What follows belongs to an exercise in optimizing a design on an open flow for small area and a short achievable clock period; a production flow would make more cautious choices. Only simulation tests tie the RTL to the original design; equivalence was not proved. The flow treats the clock pin as an ideal source. Dropping or thinning the clock tree relies on that and would not hold on a real chip. Power figures rest on the tool's default switching activity, not on a simulated workload.

run a:
==> flow/design.v <==
package que_hs_pkg;
   localparam int WORD_WIDTH    = 256;
   localparam int DEFAULT_DEPTH = 8;
endpackage
module que_ptr
#(
   parameter int N = que_hs_pkg::DEFAULT_DEPTH - 1
) (
   input  logic         clk,
   input  logic         rst,
   input  logic         inc,
   input  logic         clr,
   output logic [N-1:0] ptr,
   output logic [N-1:0] ptr_d
);
   always_comb begin
      if (rst || clr) begin
         ptr_d = N'(1);
      end else if (inc) begin
         ptr_d = {ptr[N-2:0], ptr[N-1]};
      end else begin
         ptr_d = ptr;
      end
   end
   always_ff @(posedge clk) begin
      ptr <= ptr_d;
   end
endmodule
module que_hs
#(
   parameter int WIDTH    = que_hs_pkg::WORD_WIDTH,
   parameter int DEPTH    = que_hs_pkg::DEFAULT_DEPTH,
   parameter int AF_LEVEL = DEPTH - 1,
   parameter int AE_LEVEL = 1
) (
   input  logic                       clk,
   input  logic                       rst,
   input  logic                       flush,
   input  logic                       in_valid,
   output logic                       in_ready,
   input  logic [WIDTH-1:0]           in_data,
   output logic                       out_valid,
   input  logic                       out_ready,
   output logic [WIDTH-1:0]           out_data,
   output logic [$clog2(DEPTH+1)-1:0] count,
   output logic                       almost_full,
   output logic                       almost_empty,
   output logic                       overflow
);
   localparam int CW = $clog2(DEPTH + 1);
   localparam int MD = DEPTH - 1;    
   logic [DEPTH:0] occ_q, occ_d;
   logic [CW-1:0]  cnt_q;
   logic           in_ready_q, out_valid_q, af_q, ae_q, ovf_q;
   logic push, pop, drop, up, dn;
   assign push = in_valid  & ~occ_q[DEPTH];
   assign pop  = out_ready & ~occ_q[0];
   assign drop = in_valid  &  occ_q[DEPTH];
   assign up   = push & ~pop;
   assign dn   = pop & ~push;
   always_comb begin
      if (flush)   occ_d = (DEPTH+1)'(1);
      else if (up) occ_d = {occ_q[DEPTH-1:0], 1'b0};
      else if (dn) occ_d = {1'b0, occ_q[DEPTH:1]};
      else         occ_d = occ_q;
   end
   function automatic logic [CW-1:0] occ_count(input logic [DEPTH:0] oh);
      occ_count = '0;
      for (int n = 0; n <= DEPTH; n++) begin
         occ_count = occ_count | ({CW{oh[n]}} & CW'(n));
      end
   endfunction
   function automatic logic occ_ge(input logic [DEPTH:0] oh, input int lvl);
      occ_ge = 1'b0;
      for (int n = 0; n <= DEPTH; n++) begin
         if (n >= lvl) occ_ge = occ_ge | oh[n];
      end
   endfunction
   function automatic logic occ_le(input logic [DEPTH:0] oh, input int lvl);
      occ_le = 1'b0;
      for (int n = 0; n <= DEPTH; n++) begin
         if (n <= lvl) occ_le = occ_le | oh[n];
      end
   endfunction
   always_ff @(posedge clk) begin
      if (rst) begin
         occ_q       <= (DEPTH+1)'(1);
         cnt_q       <= '0;
         in_ready_q  <= 1'b1;
         out_valid_q <= 1'b0;
         af_q        <= 1'b0;
         ae_q        <= 1'b1;
         ovf_q       <= 1'b0;
      end else begin
         occ_q       <= occ_d;
         cnt_q       <= occ_count(occ_d);
         in_ready_q  <= ~occ_d[DEPTH];
         out_valid_q <= ~occ_d[0];
         af_q        <= occ_ge(occ_d, AF_LEVEL);
         ae_q        <= occ_le(occ_d, AE_LEVEL);
         ovf_q       <= flush ? 1'b0 : (ovf_q | drop);
      end
   end
   logic          wr_inc, rd_inc;
   logic [MD-1:0] wr_oh, rd_oh, rd_oh_d;
   logic [MD-1:0] rdm_q;            
   assign wr_inc = push & ~occ_q[0] & ~(occ_q[1] & out_ready);
   assign rd_inc = out_ready & (|rdm_q);
   que_ptr #(.N(MD)) u_wr (
      .clk   (clk),
      .rst   (rst),
      .inc   (wr_inc),
      .clr   (flush),
      .ptr   (wr_oh),
      .ptr_d ()
   );
   que_ptr #(.N(MD)) u_rd (
      .clk   (clk),
      .rst   (rst),
      .inc   (rd_inc),
      .clr   (flush),
      .ptr   (rd_oh),
      .ptr_d (rd_oh_d)
   );
   always_ff @(posedge clk) begin
      if (rst) begin
         rdm_q <= '0;
      end else begin
         rdm_q <= (occ_d[0] | occ_d[1]) ? '0 : rd_oh_d;
      end
   end
   logic [MD-1:0][WIDTH-1:0] mem_q;
   logic [WIDTH-1:0]         out_q, out_d;
   for (genvar k = 0; k < MD; k++) begin : g_mem
      always_ff @(posedge clk) begin
         if (wr_oh[k] & ~occ_q[DEPTH]) begin
            mem_q[k] <= in_data;
         end
      end
   end
   logic          sel_in, sel_hold;
   logic [MD-1:0] sel_mem;
   assign sel_in   = occ_q[0] | (out_ready & occ_q[1]);
   assign sel_hold = ~occ_q[0] & ~out_ready;
   assign sel_mem  = {MD{out_ready}} & rdm_q;
   always_comb begin
      out_d = ({WIDTH{sel_in}} & in_data) | ({WIDTH{sel_hold}} & out_q);
      for (int k = 0; k < MD; k++) begin
         out_d = out_d | ({WIDTH{sel_mem[k]}} & mem_q[k]);
      end
   end
   always_ff @(posedge clk) begin
      out_q <= out_d;
   end
   assign in_ready     = in_ready_q;
   assign out_valid    = out_valid_q;
   assign out_data     = out_q;
   assign count        = cnt_q;
   assign almost_full  = af_q;
   assign almost_empty = ae_q;
   assign overflow     = ovf_q;
endmodule
clock: 5.0 ns
lec_check: 0
cap_margin: 20
core_margin: 2
core_utilization: 55
setup_slack_margin: 2.9
slew_margin: 20
standard.sh (not shown) runs the stock make flow with config.mk's settings and CLKGATE_MAP_FILE= SYNTH_SCRIPT=/design/flow/synth_recipe.tcl, a recipe that flattens the netlist after the stock synthesis.
==> flow/flow/run.sh <==
#!/bin/bash
# Standard ORFS layout (the standard.sh, standard synthesis unchanged) with
# three layout choices changed:
#  - ports are buffered with plain buffers (sky130_fd_sc_hd__buf_2) instead of
#    the resizer's default pick;
#  - the resizer may change a cell's footprint when it sizes it;
#  - the clock tree is a balanced two-level tree (flow/my_cts.tcl, hooked in
#    through PRE_CTS_TCL) instead of TritonCTS's tree.
set -euo pipefail
here=$(cd "$(dirname "$0")" && pwd)
bash standard.sh \
  "BUFFER_PORTS_ARGS=-buffer_cell sky130_fd_sc_hd__buf_2" \
  MATCH_CELL_FOOTPRINT=0 \
  "PRE_CTS_TCL=$here/cts_hook.tcl" \
  finish > flow_make.log 2>&1
Other scripts of this flow, unchanged in this note and not shown: flow/flow/cts_hook.tcl, flow/flow/my_cts.tcl
Run a finished end to end and its layout was clean on timing, DRC and antenna.
Modified inputs, run b compared to run a
-- flow/design.v --
<<< run a, line 103
   end
   logic          wr_inc, rd_inc;
   logic [MD-1:0] wr_oh, rd_oh, rd_oh_d;
   logic [MD-1:0] rdm_q;            
   assign wr_inc = push & ~occ_q[0] & ~(occ_q[1] & out_ready);
>>> run b, line 103
   end
   logic          wr_inc, rd_inc;
   logic [MD-1:0] wr_oh, wr_oh_d, rd_oh, rd_oh_d;
   logic [MD-1:0] we_q;             
   logic [MD-1:0] rdm_q;            
   assign wr_inc = push & ~occ_q[0] & ~(occ_q[1] & out_ready);
<<< run a, line 113
      .clr   (flush),
      .ptr   (wr_oh),
      .ptr_d ()
   );
   que_ptr #(.N(MD)) u_rd (
>>> run b, line 114
      .clr   (flush),
      .ptr   (wr_oh),
      .ptr_d (wr_oh_d)
   );
   que_ptr #(.N(MD)) u_rd (
<<< run a, line 125
   always_ff @(posedge clk) begin
      if (rst) begin
         rdm_q <= '0;
      end else begin
         rdm_q <= (occ_d[0] | occ_d[1]) ? '0 : rd_oh_d;
      end
>>> run b, line 126
   always_ff @(posedge clk) begin
      if (rst) begin
         we_q  <= MD'(1);
         rdm_q <= '0;
      end else begin
         we_q  <= occ_d[DEPTH] ? '0 : wr_oh_d;
         rdm_q <= (occ_d[0] | occ_d[1]) ? '0 : rd_oh_d;
      end
<<< run a, line 134
   for (genvar k = 0; k < MD; k++) begin : g_mem
      always_ff @(posedge clk) begin
         if (wr_oh[k] & ~occ_q[DEPTH]) begin
            mem_q[k] <= in_data;
         end
>>> run b, line 137
   for (genvar k = 0; k < MD; k++) begin : g_mem
      always_ff @(posedge clk) begin
         if (we_q[k]) begin
            mem_q[k] <= in_data;
         end
Notes after the runs:
Per the comparison of run b with run a, detail-routed via count per cell closely matched the old numbers; post-CTS setup buffer count decreased by 18 relative to the old numbers; wire length of the first global-routing pass decreased by 0.39% relative to the old numbers; length in cells of the worst reg-to-reg path decreased by 4 relative to the old numbers; starting utilization of the core area closely matched the old numbers.
Required time at the endpoint of the critical path in run b is 1200 ps below run a.
In run b the area of the die turned out 0.30% higher than in run a.
Leakage power total went down slightly going from run a to run b.
Run b ended up with out_q[33]$_DFF_P_ as its start point of the critical path; run a ended up with cnt_q[3]$_SDFF_PP0_.
Between run b and run a, the final cell count does not differ in any meaningful way.
Summary — setup slack, run b relative to run a: higher, by 69 ps.
From run a to run b the numbers moved as follows: wire length fell 1.0%; maximum number of pins on one net before global-route repair fell 6; worst hold slack rose 8.9 ps; headroom to the max-slew limit fell 7.3 points.
In every run of this note, the design's own scripts or RTL, not TritonCTS, make the clock network.

## port drivers added, routing unchanged
The flow's constraints put no driver on any port. The routed layouts listed below were extracted and timed again, unchanged, in two steps.
Step 1: set_driving_cell puts a clkbuf_16 on clk and a buf_2 on each other input, an assumption about the parent block.
Step 2 also shifts input and output timing later by t, the mid clock arrival at the registers, as if the neighbouring blocks saw the same clock.
Three values: ideal, step 1, step 2; two values: the first two.
run | t, ns | setup WS [ns] | slew at the worst register clock pin (ns) | worst data-port slew with drivers (ns) | cell pins on the clock port's net
run a | 0.718 | 2.848 / 2.747 / 2.342 | 0.11 / 0.11 | 0.16 | 4
run b | 0.730 | 2.916 / 2.749 / 2.321 | 0.11 / 0.11 | 0.15 | 4
After both steps setup and hold are still met in every run listed. The setup slack of run b, which loses most, moves by -0.167 ns with the drivers and by -0.595 ns with both steps.
